Context: an optimization exercise on an open-source flow, tuned for small area, a short achievable clock period and few clock cycles. The choices shown serve that exercise and are no tape-out recipe.
The RTL was checked by simulation tests, not by an equivalence proof against the original design.
Power figures rest on the tool's default switching activity, not on a simulated workload.

--- flow/config.mk ---
export PLATFORM = sky130hd
export DESIGN_NAME = segmax_stream
export DESIGN_NICKNAME = segmax_stream
export VERILOG_FILES = /design/flow/design.v
export SDC_FILE = /design/flow/constraint.sdc
export NUM_CORES = 4
export LEC_CHECK = 0
export CAP_MARGIN = 20
export CORE_MARGIN = 2
export CORE_UTILIZATION = 40
export SLEW_MARGIN = 20
--- flow/constraint.sdc ---
create_clock -name core_clock -period 10.0 [get_ports {clk}]
set_input_delay 2.0000 -clock core_clock [delete_from_list [all_inputs] [get_ports {clk}]]
set_output_delay 2.0000 -clock core_clock [all_outputs]
set_load 0.01 [all_outputs]
--- flow/design.v ---
package segmax_pkg;
   localparam int DATA_W_DEF = 32;
   typedef enum logic [1:0] {SEG1 = 2'd0, SEG2 = 2'd1, SEG4 = 2'd2} seg_mode_e;
   typedef enum logic [1:0] {IDLE = 2'd0, ACCUM = 2'd1, DONE = 2'd2} state_e;
   function automatic int seg_count(input logic [1:0] mode, input int lanes);
      case (mode)
         2'd1:    seg_count = 2;
         2'd2:    seg_count = (lanes >= 8) ? 4 : 2;
         default: seg_count = 1;
      endcase
   endfunction
endpackage
module segmax_tree
#(
   parameter int DATA_W = segmax_pkg::DATA_W_DEF,
   parameter int LANES  = 8
) (
   input  logic [LANES*DATA_W-1:0] data_i,
   input  logic [1:0]              seg_lg_i,
   output logic [LANES*DATA_W-1:0] seg_max_o
);
   logic [DATA_W-1:0] node [1:2*LANES-1];
   for (genvar i = 0; i < LANES; i++) begin : g_leaf
      assign node[LANES+i] = data_i[i*DATA_W +: DATA_W];
   end
   for (genvar n = 1; n < LANES; n++) begin : g_node
      assign node[n] = ($signed(node[2*n]) > $signed(node[2*n+1])) ? node[2*n] : node[2*n+1];
   end
   for (genvar k = 0; k < LANES; k++) begin : g_tap
      localparam int  N2   = (k < 2) ? 2 + k : 1;
      localparam bit  USE4 = (k < 4) && (4 + k < 2*LANES);
      localparam int  N4   = USE4 ? 4 + k : 1;
      assign seg_max_o[k*DATA_W +: DATA_W] =
         (seg_lg_i == 2'd2) ? (USE4   ? node[N4] : '0) :
         (seg_lg_i == 2'd1) ? ((k < 2) ? node[N2] : '0) :
                              ((k == 0) ? node[1] : '0);
   end
endmodule
module segmax_stream
#(
   parameter int DATA_W = segmax_pkg::DATA_W_DEF,
   parameter int LANES  = 8,
   parameter int CNT_W  = 16
) (
   input  logic                    clk,
   input  logic                    rst,
   input  logic [1:0]              seg_mode,
   input  logic                    in_valid,
   output logic                    in_ready,
   input  logic [LANES*DATA_W-1:0] in_data,
   input  logic                    in_last,
   output logic                    out_valid,
   input  logic                    out_ready,
   output logic [LANES*DATA_W-1:0] out_max,
   output logic [CNT_W-1:0]        out_beats
);
   function automatic logic [1:0] lg_of(input logic [1:0] mode);
      int n;
      n = segmax_pkg::seg_count(mode, LANES);
      lg_of = (n == 4) ? 2'd2 : (n == 2) ? 2'd1 : 2'd0;
   endfunction
   segmax_pkg::state_e                         state_q, state_d;
   logic [1:0]                     mode_lg_q, cur_lg;
   logic                           s1_valid_q, s1_last_q, s1_first_q;
   logic [LANES-1:0][DATA_W-1:0]   s1_data_q, tree_max;
   logic [LANES-1:0][DATA_W-1:0]   acc_q, acc_d;
   logic [CNT_W-1:0]               cnt_q, cnt_d;
   logic                           out_valid_q, last_inflight_q;
   logic [LANES-1:0][DATA_W-1:0]   out_max_q;
   logic [CNT_W-1:0]               out_beats_q;
   logic                           accept, first;
   assign in_ready  = !out_valid_q && !last_inflight_q;
   assign accept    = in_valid && in_ready;
   assign first     = (state_q == segmax_pkg::IDLE);
   assign cur_lg    = first ? lg_of(seg_mode) : mode_lg_q;
   assign out_valid = out_valid_q;
   assign out_max   = out_max_q;
   assign out_beats = out_beats_q;
   segmax_tree #(.DATA_W(DATA_W), .LANES(LANES)) u_tree (
      .data_i    (in_data),
      .seg_lg_i  (cur_lg),
      .seg_max_o (tree_max)
   );
   always_comb begin
      for (int k = 0; k < LANES; k++) begin
         if (s1_first_q || ($signed(s1_data_q[k]) > $signed(acc_q[k]))) acc_d[k] = s1_data_q[k];
         else                                                           acc_d[k] = acc_q[k];
      end
      if (s1_first_q)  cnt_d = CNT_W'(1);
      else if (&cnt_q) cnt_d = cnt_q;
      else             cnt_d = cnt_q + 1'b1;
   end
   always_comb begin
      state_d = state_q;
      case (state_q)
         segmax_pkg::IDLE:    if (accept) state_d = segmax_pkg::ACCUM;
         segmax_pkg::ACCUM:   if (s1_valid_q && s1_last_q) state_d = segmax_pkg::DONE;
         segmax_pkg::DONE:    if (out_valid_q && out_ready) state_d = segmax_pkg::IDLE;
         default: state_d = segmax_pkg::IDLE;
      endcase
   end
   always_ff @(posedge clk) begin
      if (rst) begin
         state_q         <= segmax_pkg::IDLE;
         mode_lg_q       <= 2'd0;
         s1_valid_q      <= 1'b0;
         s1_last_q       <= 1'b0;
         s1_first_q      <= 1'b0;
         s1_data_q       <= '0;
         acc_q           <= '0;
         cnt_q           <= '0;
         out_valid_q     <= 1'b0;
         out_max_q       <= '0;
         out_beats_q     <= '0;
         last_inflight_q <= 1'b0;
      end else begin
         state_q    <= state_d;
         s1_valid_q <= accept;
         if (accept) begin
            s1_data_q  <= tree_max;
            s1_last_q  <= in_last;
            s1_first_q <= first;
            if (first) mode_lg_q <= cur_lg;
            if (in_last) last_inflight_q <= 1'b1;
         end
         if (s1_valid_q) begin
            acc_q <= acc_d;
            cnt_q <= cnt_d;
         end
         if (s1_valid_q && s1_last_q) begin
            out_valid_q     <= 1'b1;
            out_max_q       <= acc_d;
            out_beats_q     <= cnt_d;
            last_inflight_q <= 1'b0;
         end else if (out_valid_q && out_ready) begin
            out_valid_q <= 1'b0;
         end
      end
   end
endmodule
--- flow/run.sh ---
#!/bin/bash
# synth_recipe.tcl (not shown) runs the flow's synth.tcl, then flattens the netlist and writes it again
# the make line also repeats each setting of config.mk as NAME=value (left out here)
make -C /OpenROAD-flow-scripts/flow DESIGN_CONFIG=/design/flow/config.mk WORK_HOME=/design/flow/orfs CLKGATE_MAP_FILE= SYNTH_SCRIPT=/design/flow/synth_recipe.tcl finish
==> results of run 1 <==
==> flip-flops by register name, indices dropped and copies added (netlist names) <==
| signal | flops |
|---|---|
| acc_q | 256 |
| s1_valid_q | 1 |
| last_inflight_q | 1 |
| s1_data_q | 128 |
| s1_last_q | 1 |
| out_max_q | 256 |
| s1_first_q | 1 |
| out_beats_q | 16 |
| out_valid_q | 1 |
| mode_lg_q | 2 |
| cnt_q | 16 |
| state_q | 2 |
==> cells in the final DEF, fill, tap and decap left out, types with 13 or more instances in the layout <==
| cell type | instances |
|---|---|
| nor2b_1 | 25 |
| clkbuf_1 | 14 |
| nand2_1 | 174 |
| inv_1 | 365 |
| or3_1 | 15 |
| buf_4 | 265 |
| o211ai_1 | 17 |
| ha_1 | 348 |
| and2_1 | 135 |
| o21ai_1 | 34 |
| a22oi_1 | 220 |
| nor3_1 | 19 |
| bufinv_16 | 13 |
| nand3_1 | 30 |
| nor2_1 | 542 |
| a21oi_1 | 208 |
| mux2_2 | 60 |
| clkdlybuf4s50_1 | 535 |
| a21o_1 | 76 |
| nand2b_1 | 19 |
| a211oi_1 | 171 |
| mux2i_1 | 286 |
| mux2_4 | 29 |
| o22ai_1 | 32 |
| o21ai_0 | 102 |
| o21a_1 | 34 |
| clkbuf_16 | 76 |
| nand4_1 | 90 |
| dfxtp_1 | 679 |
==> report_power, final <==
group          internal (mW)  switching (mW)
clock network           1.85            1.22
logic                   1.57            1.74
registers               2.82           0.149
==> tightest hold or removal path: cells and delay by family, from the launching register on <==
family / cells / cell delay [ns]
flops: 1 / 0.31
compound gates: 1 / 0.05
simple gates: 1 / 0.05
==> metal layers <==
metal  up-vias  wire length, um
met5         -                0
met4         0             4230
met3       209             8190
met2       906            56700
met1     15033            54000
li1      15722                -
==> kinds of logic after synthesis <==
group                      synth area share (%)
and+or+nand+nor                            14.2
muxes                                      11.3
buffers and inverters                      6.39
AOI/OAI and AO/OA                          17.7
DFF                                        38.0
adders and majority gates                  12.2
xor gates and xnor gates                  0.268
==> timing repair <==
| item | in CTS | in global routing |
|---|---|---|
| hold buffers | 0 | 0 |
| endpoints found under the hold margin | 0 | 0 |
| setup endpoints to repair | 0 | 32 |
| gates resized for setup | 0 | 8 |
==> through the flow <==
stage	util (%)	cells	total power, mW
finish	52.9	5972	9.33
CTS	52.8	5961	9.37
detailed placement	49.7	5824	6.28
global route	52.9	5966	9.76
floorplan	-	4087	5.03
global placement	49.7	5824	6.26
==> cell type report <==
class / instances / area (sq um) / share of cell area (%)
inverters: 365 / 1370 / 2.92
clock buffers: 102 / 2120 / 4.52
multi-input cells: 2806 / 20200 / 43.0
well taps: 1165 / 1460 / 3.11
clock inverters: 35 / 631 / 1.34
repair buffers: 807 / 7480 / 15.9
diodes: 11 / 27.5 / 0.0587
flip-flops and latches: 681 / 13600 / 29.1
==> worst paths after layout <==
check | start | to | slack, ns
hold reg to reg | out_beats_q[4] | out_beats_q[4] | 0.45
setup reg to reg | s1_data_q[33] | acc_q[57] | 5.50
hold / removal | out_beats_q[4] | out_beats_q[4] | 0.45
setup / recovery | in_data[254] | s1_data_q[10] | 0.46
==> impl_metrics.tcl, run 1 <==
set metrics [dict create \
    dieArea_sq_um 92200 \
    finalClockSkew_ns 0.0325 \
    cts_tree "built" \
    worst_pin_slew_ns 1.12 \
    first_pass_iters 5 \
    finalHoldViolations 0 \
    grt_use_met3_pct 4.89 \
    clk_latency_ns 0.64 \
    period_minus_slack_ns 9.54 \
    core_sq_um 88600 \
    place_congestion 0.951 \
    routedWlPerCell_um 20.6 \
    drt.antenna.violating_nets 0 \
    drt-total-wl_um 123000 \
    status "no timing/DRC/antenna violations" \
    antenna_found_initial 9 \
    clk_pin_slew_ns 0.06 \
    crit_required_ns 10.56 \
    critPathLaunchType "input pin" \
    place_area_sq_um 44100 \
    hold_depth 2 \
    fillerInstances 8289 \
    yosys.area.top_type "dfxtp_1" \
    drc 0 \
    crit_family "compound AO/OA/AOI/OAI gates" \
    ir_drop_uv 162 \
    grt-busiest-layer "met2" \
    critPathKind "in -> reg" \
    vias_per_cell 5.34 \
    yosysTopAreaCellShare_pct 38.0 \
    grt_max_degree 192 \
    gr-total-overflow 0 \
    rsz0062_at_grt "false" \
    cts_sinks 681 \
    cp_num_buf_inv 10 \
    stdcell_area_sq_um 46900 \
    cts_buffers 76 \
    worstPathMaxFanout 16 \
    slew_headroom_pct 25.5 \
    start_util_pct 40.5 \
    avgSynthCellArea_sq_um 8.78 \
    num_vias 31870 \
    netlist_top_cells_count "dfxtp_1, nor2_1, inv_1, ha_1, mux2i_1" \
    r2r_cells 17 \
    max_stage_delay_ns 0.50 \
    num_rows 109 \
    fmax_ghz 0.105 \
    grtUsageTotal_pct 25.8 \
    ioPinCount 537 \
    tns_ns 0 \
    die_w_um 304 \
    yosysSeqAreaShare_pct 38.0 \
    critPathSlowestCell "clkdlybuf4s50_1" \
    grt_use_met1_pct 33.9 \
    ys_async_sr_fraction_pct 0 \
    nets 5348 \
    dominantRegCellSynth "dfxtp_1" \
    maxCapViolCount 0 \
    synthTopCellsByArea "dfxtp_1, ha_1, mux2i_1" \
    portBuffers 536 \
    clock-root-buffer "clkbuf_16" \
    grt_pass1_wl_um 183000 \
    cp.arrival_ns 10.10 \
    power_density_nw_per_um2 199 \
    layout_setup_ws_ns 0.457 \
    ys_types 75 \
    finalSetupViolCount 0 \
    netlist_area_sq_um 35900 \
    min_path_type "reg -> reg" \
    synth_seq_cells 681 \
    dp_hpwl_um 94400 \
    cts.path.max_buffers 3 \
    area_delta_synth_final_pct 30.6 \
    yosysMostFrequentCell "dfxtp_1" \
    synth_edf_count 0 \
    yosysWarningCount 3 \
    holdWs_ns 0.451 \
    p_leak_nw 19.9 \
    post_cts_buffers 0 \
    netlist_instances 4087 \
    dieHeight_um 304 \
    first_global_vias 30363 \
    cp.depth 39 \
    htreeDepth 3 \
    dp_slack_ns -0.238 \
    finalCritPeriodShare_pct 95.4 \
    cp-end-kind "register" \
    first_iter_violations 2398 \
    cpMostUsedCell "buf_4" \
    drive_gt1_share_pct 11.2 \
    slew_violations 0 \
    use_met2_pct 42.2 \
]
Testbench counts, summed over its fixed seeds: cycles 23,661.
==> inputs of run 2 (changes only) <==
==> flow/design.v (replaced) <==
package segmax_pkg;
   localparam int DATA_W_DEF = 32;
endpackage
module segmax_tree
#(
   parameter int DATA_W = segmax_pkg::DATA_W_DEF
) (
   input  logic [DATA_W-1:0] a_i,
   input  logic [DATA_W-1:0] b_i,
   output logic [DATA_W-1:0] max_o
);
   assign max_o = ($signed(a_i) > $signed(b_i)) ? a_i : b_i;
endmodule
module segmax_stream
#(
   parameter int DATA_W = segmax_pkg::DATA_W_DEF,
   parameter int LANES  = 8,
   parameter int CNT_W  = 16
) (
   input  logic                    clk,
   input  logic                    rst,
   input  logic [1:0]              seg_mode,
   input  logic                    in_valid,
   output logic                    in_ready,
   input  logic [LANES*DATA_W-1:0] in_data,
   input  logic                    in_last,
   output logic                    out_valid,
   input  logic                    out_ready,
   output logic [LANES*DATA_W-1:0] out_max,
   output logic [CNT_W-1:0]        out_beats
);
   logic                  in_row_q, out_valid_q;
   logic                  m2_q, m4_q, m2, m4;    
   logic [DATA_W-1:0]     acc_q [4];
   logic [DATA_W-1:0]     seg   [4];
   logic [DATA_W-1:0]     upd   [4];
   logic [DATA_W-1:0]     lane  [8];
   logic [DATA_W-1:0]     p     [4];
   logic [DATA_W-1:0]     q     [2];
   logic [DATA_W-1:0]     all_max;
   logic [CNT_W-1:0]      cnt_q;
   logic                  accept, first;
   assign first     = !in_row_q;
   assign in_ready  = !out_valid_q || out_ready;
   assign accept    = in_valid && in_ready;
   assign m2        = first ? (seg_mode == 2'd1) : m2_q;
   assign m4        = first ? (seg_mode == 2'd2) : m4_q;
   for (genvar i = 0; i < 8; i++) begin : g_lane
      assign lane[i] = in_data[i*DATA_W +: DATA_W];
   end
   for (genvar i = 0; i < 4; i++) begin : g_p
      segmax_tree #(.DATA_W(DATA_W)) u_p (.a_i(lane[2*i]), .b_i(lane[2*i+1]), .max_o(p[i]));
   end
   for (genvar i = 0; i < 2; i++) begin : g_q
      segmax_tree #(.DATA_W(DATA_W)) u_q (.a_i(p[2*i]), .b_i(p[2*i+1]), .max_o(q[i]));
   end
   segmax_tree #(.DATA_W(DATA_W)) u_all (.a_i(q[0]), .b_i(q[1]), .max_o(all_max));
   assign seg[0] = m4 ? p[0] : m2 ? q[0] : all_max;
   assign seg[1] = m4 ? p[1] : m2 ? q[1] : '0;
   assign seg[2] = m4 ? p[2] : '0;
   assign seg[3] = m4 ? p[3] : '0;
   for (genvar k = 0; k < 4; k++) begin : g_acc
      segmax_tree #(.DATA_W(DATA_W)) u_acc (.a_i(acc_q[k]), .b_i(seg[k]), .max_o(upd[k]));
      always_ff @(posedge clk) begin
         if (accept) acc_q[k] <= first ? seg[k] : upd[k];
      end
      assign out_max[k*DATA_W +: DATA_W] = acc_q[k];
   end
   assign out_max[LANES*DATA_W-1:4*DATA_W] = '0;
   assign out_valid = out_valid_q;
   assign out_beats = cnt_q;
   always_ff @(posedge clk) begin
      if (accept) begin
         if (first) begin
            m2_q  <= m2;
            m4_q  <= m4;
            cnt_q <= CNT_W'(1);
         end else if (!(&cnt_q)) begin
            cnt_q <= cnt_q + 1'b1;
         end
      end
   end
   always_ff @(posedge clk) begin
      if (rst) begin
         in_row_q    <= 1'b0;
         out_valid_q <= 1'b0;
      end else begin
         if (accept) in_row_q <= !in_last;
         if (accept && in_last) out_valid_q <= 1'b1;
         else if (out_ready)    out_valid_q <= 1'b0;
      end
   end
endmodule
==> impl_metrics.tcl, run 2 <==
set metrics [dict create \
    status "failed layout checks" \
    ys_async_sr_fraction_pct 0 \
    finalSetupViolCount 32 \
    num_rows 79 \
    largest_reg_flops 128 \
    final_cell_mix "buf_4, ha_1, inv_1, clkdlybuf4s50_1, a21oi_1" \
    max_stage_delay_ns 0.59 \
    clock-root-buffer "clkbuf_16" \
    cp_num_buf_inv 9 \
    portBuffers 408 \
    r2r_cells 24 \
    grt_use_met3_pct 3.45 \
    yosys.area.top_type "edfxtp_1" \
    ioPinCount 537 \
    p_leak_nw 16.2 \
    dieArea_sq_um 48200 \
    crit_family "compound AO/OA/AOI/OAI gates" \
    cts_sinks 148 \
    layout_setup_ws_ns -2.12 \
    die_w_um 220 \
    synth_seq_cells 148 \
    tns_ns -65.82 \
    grt_use_met1_pct 34.5 \
    cts.path.max_buffers 2 \
    start_util_pct 40.2 \
    critPathKind "in -> reg" \
    cts_tree "built" \
    synth_edf_count 146 \
    reg_top3 "acc_q (128), cnt_q (16)" \
    r2r_setup_slack_ns 4.42 \
    grt_pass1_wl_um 106000 \
    regToRegStartpoint "in_row_q" \
    min_path_type "reg -> reg" \
    grtUsageTotal_pct 28.5 \
    clk_pin_slew_ns 0.07 \
    reg2reg_to "acc_q[1][22]" \
    finalCritPeriodShare_pct 121 \
    stdcell_area_sq_um 31500 \
    slew_headroom_pct 34.1 \
    grt-busiest-layer "met2" \
    rsz0062_at_grt "true" \
    crit_required_ns 10.24 \
    cp.arrival_ns 12.36 \
    area_delta_synth_final_pct 69.3 \
    worst_pin_slew_ns 0.989 \
    nets 3847 \
    synthTopCellsByArea "edfxtp_1, ha_1, mux2i_1" \
    dp_hpwl_um 57600 \
    finalHoldViolations 0 \
    num_vias 20080 \
    drive_gt1_share_pct 33.7 \
    yosysWarningCount 10 \
    slew_violations 0 \
    power_density_nw_per_um2 160 \
    fmax_ghz 0.0825 \
    place_area_sq_um 27500 \
    dominantRegCellSynth "edfxtp_1" \
    holdWs_ns 0.539 \
    hold_depth 2 \
    vias_per_cell 5.20 \
    first_pass_iters 5 \
    min-delay-start "out_valid_q" \
    cts_buffers 17 \
    fillerInstances 3648 \
    report.power.total_mw 5.03 \
    place_congestion 0.927 \
    regArea_sq_um 4420 \
    cp-end-kind "register" \
    netlist_instances 2208 \
    top_register "acc_q" \
    critPathSlowestCell "or4_4" \
    routedWlPerCell_um 19.3 \
    period_minus_slack_ns 12.12 \
    htreeDepth 4 \
    critPathLaunchType "input pin" \
    drc 0 \
    grt_max_degree 92 \
    yosysMostFrequentCell "ha_1" \
    first_global_vias 19683 \
    drt-total-wl_um 74500 \
    maxCapViolCount 0 \
    min_to "out_valid_q" \
    dieHeight_um 220 \
    clk_latency_ns 0.47 \
    worstPathMaxFanout 9 \
    mostFrequentLayoutCell "buf_4" \
    use_met2_pct 51.7 \
    violations "negative setup slack" \
    core_sq_um 46300 \
    ys_types 64 \
    netlist_top_cells_count "ha_1, inv_1, a21oi_1, nor2_1, edfxtp_1" \
    yosysTopAreaCellShare_pct 23.6 \
    cpMostUsedCell "a21o_1" \
    netlist_area_sq_um 18600 \
    yosysSeqAreaShare_pct 23.8 \
    finalClockSkew_ns 0.0131 \
    ir_drop_uv 104 \
    avgSynthCellArea_sq_um 8.42 \
    antenna_found_initial 2 \
    multiInputGateArea_sq_um 14500 \
    drt.antenna.violating_nets 0 \
    first_iter_violations 1172 \
    gr-total-overflow 0 \
]
run 2: changes by cell type after synthesis, moves of 118 or more:
| cell | change |
|---|---|
| a22oi_1 | -217 |
| nor2_1 | -389 |
| buf_4 | +129 |
| clkbuf_1 | -160 |
| mux2i_1 | -163 |
| and2_1 | -118 |
| dfxtp_1 | -679 |
| a211oi_1 | -160 |
| edfxtp_1 | +146 |
run 2: area by class of cell:
cell class	count	area share, %
inverters	328	4.00
well taps	607	2.41
multi-input cells	1664	46.0
flip-flops and latches	148	14.0
clock buffers	18	1.36
repair buffers	1078	31.6
clock inverters	13	0.580
diodes	4	0.0318
run 2: how the worst max path moves through the flow:
stage,from,cells past startpoint,endpoint,slack (ns)
3_5_place_dp,in_data[170],58,acc_q[0][12],-3.19
3_3_place_gp,in_data[175],58,acc_q[0][9],-2.95
4_1_cts,in_data[47],59,acc_q[0][8],-2.03
2_1_floorplan,in_data[255],57,acc_q[0][0],-1.60
6_report,in_data[6],57,acc_q[0][18],-2.12
5_1_grt,in_data[4],58,acc_q[0][0],-2.44
run 2: through the flow:
stage	std cells	setup WS [ns]	util (%)
after floorplan	2335	-1.60	-
after global placement	3726	-2.95	59.5
after detailed placement	3726	-3.19	59.5
after CTS	3829	-2.03	63.3
after global routing	3858	-2.44	68.1
final	3860	-2.12	68.1
run 2: worst register-to-register path: cells and delay by family (launching register included):
kind | cells | cell delay [ns]
compound gates | 9 | 1.72
fa+ha+maj | 1 | 0.28
buf+inv | 6 | 1.53
flops | 1 | 0.31
simple gates | 8 | 1.45
run 2: timing repair:
item,CTS,global route
hold buffers,0,0
gates cloned,4,8
pin swaps,43,96
setup buffers,68,40
setup endpoints to repair,96,129
gates resized for setup,134,494
run 2: metal layers:
metal / part of all wire, % / vias up
met5: 0 / -
met4: 3.3 / 0
met3: 4.7 / 136
met2: 51 / 651
met1: 41 / 9588
li1: - / 9705
run 2: cell families (layout without fill, tap and decap cells):
family                     Yosys count  in the layout  share of synthesized area [%]
xor gates and xnor gates            22             22                           1.04
other                                1            132                         0.0202
DFF                                148            148                           23.8
AOI/OAI and AO/OA                  463            463                           16.0
muxes                              128            128                           6.91
and+or+nand+nor                    575            575                           15.5
buffers and inverters              523           1437                           13.3
adders and majority gates          348            348                           23.4
run 2: power by group:
part | leakage, nW | total [mW] | internal, mW | switching [mW]
Sequential | 1.47 | 0.916 | 0.830 | 0.0856
Clock | 0.290 | 0.709 | 0.416 | 0.293
Combinational | 14.4 | 3.40 | 1.77 | 1.63
Testbench counts of run 2, summed over its fixed seeds: cycles 21,109.
==> inputs of run 3 (changes only) <==
--- a/flow/design.v
+++ b/flow/design.v
@@ -30,18 +30,20 @@
    output logic [CNT_W-1:0]        out_beats
 );
-   logic                  in_row_q, out_valid_q;
-   logic                  m2_q, m4_q, m2, m4;    
-   logic [DATA_W-1:0]     acc_q [4];
-   logic [DATA_W-1:0]     seg   [4];
-   logic [DATA_W-1:0]     upd   [4];
+   logic                  in_row_q, out_valid_q, stall, accept, first;
+   logic                  m2_q, m4_q, m2, m4;         
+   logic                  v1_q, first1_q, last1_q, one1_q, m4_1_q;
    logic [DATA_W-1:0]     lane  [8];
    logic [DATA_W-1:0]     p     [4];
    logic [DATA_W-1:0]     q     [2];
+   logic [DATA_W-1:0]     r_q   [4];
    logic [DATA_W-1:0]     all_max;
+   logic [DATA_W-1:0]     seg   [4];
+   logic [DATA_W-1:0]     upd   [4];
+   logic [DATA_W-1:0]     acc_q [4];
    logic [CNT_W-1:0]      cnt_q;
-   logic                  accept, first;
+   assign stall     = out_valid_q && !out_ready;
+   assign in_ready  = !stall;
+   assign accept    = in_valid && !stall;
    assign first     = !in_row_q;
-   assign in_ready  = !out_valid_q || out_ready;
-   assign accept    = in_valid && in_ready;
    assign m2        = first ? (seg_mode == 2'd1) : m2_q;
    assign m4        = first ? (seg_mode == 2'd2) : m4_q;
@@ -55,13 +57,29 @@
       segmax_tree #(.DATA_W(DATA_W)) u_q (.a_i(p[2*i]), .b_i(p[2*i+1]), .max_o(q[i]));
    end
-   segmax_tree #(.DATA_W(DATA_W)) u_all (.a_i(q[0]), .b_i(q[1]), .max_o(all_max));
-   assign seg[0] = m4 ? p[0] : m2 ? q[0] : all_max;
-   assign seg[1] = m4 ? p[1] : m2 ? q[1] : '0;
-   assign seg[2] = m4 ? p[2] : '0;
-   assign seg[3] = m4 ? p[3] : '0;
+   always_ff @(posedge clk) begin
+      if (!stall) begin
+         first1_q <= first;
+         last1_q  <= in_last;
+         one1_q   <= !m2 && !m4;
+         m4_1_q   <= m4;
+         r_q[0]   <= m4 ? p[0] : q[0];
+         r_q[1]   <= m4 ? p[1] : q[1];
+         r_q[2]   <= m4 ? p[2] : '0;
+         r_q[3]   <= m4 ? p[3] : '0;
+         if (accept && first) begin
+            m2_q <= m2;
+            m4_q <= m4;
+         end
+      end
+   end
+   segmax_tree #(.DATA_W(DATA_W)) u_all (.a_i(r_q[0]), .b_i(r_q[1]), .max_o(all_max));
+   assign seg[0] = one1_q ? all_max : r_q[0];
+   assign seg[1] = one1_q ? '0      : r_q[1];
+   assign seg[2] = r_q[2];
+   assign seg[3] = r_q[3];
    for (genvar k = 0; k < 4; k++) begin : g_acc
       segmax_tree #(.DATA_W(DATA_W)) u_acc (.a_i(acc_q[k]), .b_i(seg[k]), .max_o(upd[k]));
       always_ff @(posedge clk) begin
-         if (accept) acc_q[k] <= first ? seg[k] : upd[k];
+         if (v1_q && !stall) acc_q[k] <= first1_q ? seg[k] : upd[k];
       end
       assign out_max[k*DATA_W +: DATA_W] = acc_q[k];
@@ -71,12 +89,7 @@
    assign out_beats = cnt_q;
    always_ff @(posedge clk) begin
-      if (accept) begin
-         if (first) begin
-            m2_q  <= m2;
-            m4_q  <= m4;
-            cnt_q <= CNT_W'(1);
-         end else if (!(&cnt_q)) begin
-            cnt_q <= cnt_q + 1'b1;
-         end
+      if (v1_q && !stall) begin
+         if (first1_q)          cnt_q <= CNT_W'(1);
+         else if (!(&cnt_q))    cnt_q <= cnt_q + 1'b1;
       end
    end
@@ -84,9 +97,10 @@
       if (rst) begin
          in_row_q    <= 1'b0;
+         v1_q        <= 1'b0;
          out_valid_q <= 1'b0;
-      end else begin
+      end else if (!stall) begin
          if (accept) in_row_q <= !in_last;
-         if (accept && in_last) out_valid_q <= 1'b1;
-         else if (out_ready)    out_valid_q <= 1'b0;
+         v1_q        <= accept;
+         out_valid_q <= v1_q && last1_q;
       end
    end
==> impl_metrics.tcl, run 3 <==
set metrics [dict create \
    ioPinCount 537 \
    nets 3195 \
    cts_buffers 35 \
    cts_tree "built" \
    maxCapViolCount 0 \
    drc 0 \
    yosysWarningCount 12 \
    status "no timing/DRC/antenna violations" \
    min_path_type "reg -> reg" \
    grtUsageTotal_pct 24.9 \
    area_delta_synth_final_pct 25.8 \
    synthTopCellsByArea "edfxtp_1, ha_1, mux2i_1" \
    p_clk_share_pct 24.3 \
    cp.arrival_ns 8.51 \
    finalHoldViolations 0 \
    internal_power_mw 3.09 \
    period_minus_slack_ns 8.27 \
    tns_ns 0 \
    clock-root-buffer "clkbuf_16" \
    yosysMostFrequentCell "ha_1" \
    crit_family "simple AND/OR/NAND/NOR gates" \
    cts_resized 0 \
    cts.hold.buffers_added 0 \
    die_w_um 239 \
    htreeDepth 2 \
    netlist_top_cells_count "ha_1, inv_1, edfxtp_1, mux2i_1, buf_4" \
    yosysTopAreaCellShare_pct 37.7 \
    finalCritPeriodShare_pct 82.7 \
    power_switching_mw 1.67 \
    netlist_area_sq_um 22100 \
    final_cell_mix "clkdlybuf4s50_1, ha_1, inv_1, edfxtp_1, mux2i_1" \
    report.power.total_mw 4.76 \
    fmax_ghz 0.121 \
    first_iter_violations 1329 \
    first_global_vias 17502 \
    drt-total-wl_um 72800 \
    worst_pin_slew_ns 1.00 \
    post-route-util_pct 50.6 \
    comb_power_share_pct 39.3 \
    start_util_pct 40.3 \
    core_sq_um 54900 \
    clk_latency_ns 0.54 \
    dp_hpwl_um 61300 \
    portBuffers 408 \
    mostFrequentLayoutCell "clkdlybuf4s50_1" \
    drive_gt1_share_pct 5.85 \
    post_cts_buffers 0 \
    cp_cell_sequence "clkdlybuf4s50_1 > inv_1 > ha_1 > nand4_1 > or4_1 > a21oi_1 > a211oi_1 > nor3_2 > a2bb2oi_4 > buf_4 > mux2i_1 > ha_1 > a21oi_1 > o21ai_0 > and3_1 > nor4b_1 > o211ai_1 > o221a_2 > nor2_2 > buf_4 > a222oi_1" \
    netlist_instances 2129 \
    dieArea_sq_um 57100 \
    grt-busiest-layer "met2" \
    avgSynthCellArea_sq_um 10.4 \
    cts.path.max_buffers 3 \
    ir_drop_uv 105 \
    clk_pin_slew_ns 0.06 \
    critPathLaunchType "input pin" \
    routedWlPerCell_um 22.0 \
    slew_violations 0 \
    yosysSeqAreaShare_pct 37.9 \
    grt_use_met3_pct 5.82 \
    finalClockSkew_ns 0.0150 \
    critPathSlowestCell "nor4b_1" \
    cp_num_buf_inv 4 \
    dieHeight_um 239 \
    max_stage_delay_ns 0.62 \
    power_density_nw_per_um2 171 \
    p_seq_share_pct 36.4 \
    synth_seq_cells 280 \
    crit_required_ns 10.25 \
    place_congestion 0.936 \
    num_rows 86 \
    drt.antenna.violating_nets 0 \
    synth_edf_count 277 \
    ys_types 67 \
    use_met2_pct 42.2 \
    vias_per_cell 5.31 \
    yosys.area.top_type "edfxtp_1" \
    rsz0062_at_grt "false" \
    ys_async_sr_fraction_pct 0 \
    worstPathMaxFanout 20 \
    finalSetupViolCount 0 \
    slew_headroom_pct 32.4 \
    gr-total-overflow 0 \
    dominantRegCellSynth "edfxtp_1" \
    reg_top3 "acc_q (128), r_q (128), cnt_q (16)" \
    critPathKind "in -> reg" \
    p_leak_nw 12.7 \
    grt_pass1_wl_um 105000 \
    first_pass_iters 14 \
    cp-end-kind "register" \
    cts_sinks 280 \
    grt_use_met1_pct 31.0 \
    grt_max_degree 68 \
    switching_share_pct 35.0 \
    antenna_found_initial 11 \
    num_vias 17564 \
]
-- run 3: cell types whose count changed in the layout (fill, tap and decap cells not counted), moves of 33 or more --
| cell | change |
|---|---|
| ha_1 | +84 |
| or2_2 | -33 |
| inv_2 | -52 |
| mux2_2 | +33 |
| ha_4 | -74 |
| clkdlybuf4s50_1 | +159 |
| inv_1 | +65 |
| a21oi_1 | -63 |
| mux2i_1 | +123 |
| buf_4 | -565 |
| edfxtp_1 | +131 |
| dlymetal6s2s_1 | -129 |
-- run 3: layout make-up --
class / count / area, sq um
clock buffers: 41 / 941
diodes: 7 / 17.5
inverters: 334 / 1250
well taps: 704 / 881
clock inverters: 16 / 73.8
repair buffers: 462 / 4490
flip-flops and latches: 280 / 8380
fillers: 5000 / 27100
multi-input cells: 1466 / 11700
-- run 3: final timing paths --
path | start | endpoint | slack [ns] | cells after the start
max reg2reg | r_q[1][6] | acc_q[0][4] | 3.64 | 20
min | r_q[2][17] | acc_q[2][17] | 0.44 | 0
max | in_data[239] | r_q[1][20] | 1.73 | 21
min reg2reg | r_q[2][17] | acc_q[2][17] | 0.44 | 0
-- run 3: through the flow --
stage | cells | cell area [sq um] | setup WS (ns) | hold slack, ns
5_1_grt | 3308 | 27800 | 1.36 | 0.449
3_5_place_dp | 3246 | 26700 | 1.23 | 0.432
2_1_floorplan | 2256 | 22600 | 1.94 | 0.426
4_1_cts | 3303 | 27800 | 1.80 | 0.440
3_3_place_gp | 3246 | 26700 | 1.27 | 0.429
6_report | 3310 | 27800 | 1.73 | 0.442
-- run 3: kinds of logic (layout without fill, tap and decap cells) --
logic type / Yosys count / count (layout) / share of synthesized area [%]
adders and majority gates: 353 / 353 / 20.0
DFF: 280 / 280 / 37.9
AOI/OAI and AO/OA: 329 / 329 / 10.2
other: 1 / 135 / 0.0170
muxes: 226 / 226 / 10.4
xor gates and xnor gates: 15 / 15 / 0.595
and+or+nand+nor: 415 / 415 / 9.57
buffers and inverters: 510 / 853 / 11.2
-- run 3: layer usage --
layer | vias up | part of all wire (%)
li1 | 8366 | -
met1 | 8389 | 41
met2 | 683 | 47
met3 | 118 | 8.2
met4 | 8 | 3.4
met5 | - | 0.067
-- run 3: power by group through the flow --
stage,Sequential (mW),Clock (mW),Combinational [mW]
floorplan,1.69,0,1.24
global placement,1.76,0,1.82
detailed placement,1.76,0,1.85
CTS,1.74,1.18,1.87
global route,1.75,1.22,2.08
finish,1.73,1.16,1.87
Testbench counts of run 3, summed over its fixed seeds: cycles 21,117.

-- afterwards: timing with drivers on the ports --
In the flow no input, the clock included, has a driving cell. The finished layouts below were timed again as built, in two steps. Step 1 sets driving cells, clkbuf_16 on the clock port and buf_2 on the other inputs (assumed; they add their load-dependent delay and slew). Step 2 moves the port delays by t, midway between the first and last clock arrival at a register: inputs arrive t later, outputs are due t later. That takes back most of the time a late clock gives input paths. a / b / c = ideal ports / drivers / drivers and shift; a / b = the first two.
| run | t (ns) | setup slack, ns | worst setup path at the end | worst register clock-pin slew, ns |
|---|---|---|---|---|
| run 1 | 0.695 | 0.457 / 0.495 / -0.199 | input to register | 0.06 / 0.06 |
| run 2 | 0.519 | -2.120 / -2.087 / -2.606 | input to register | 0.07 / 0.07 |
| run 3 | 0.593 | 1.733 / 1.757 / 1.164 | input to register | 0.06 / 0.06 |
Met with ideal ports but missed after step 2: setup timing in run 1. The setup slack of run 1, which loses most, moves by +0.038 ns with the drivers and by -0.656 ns with both steps.
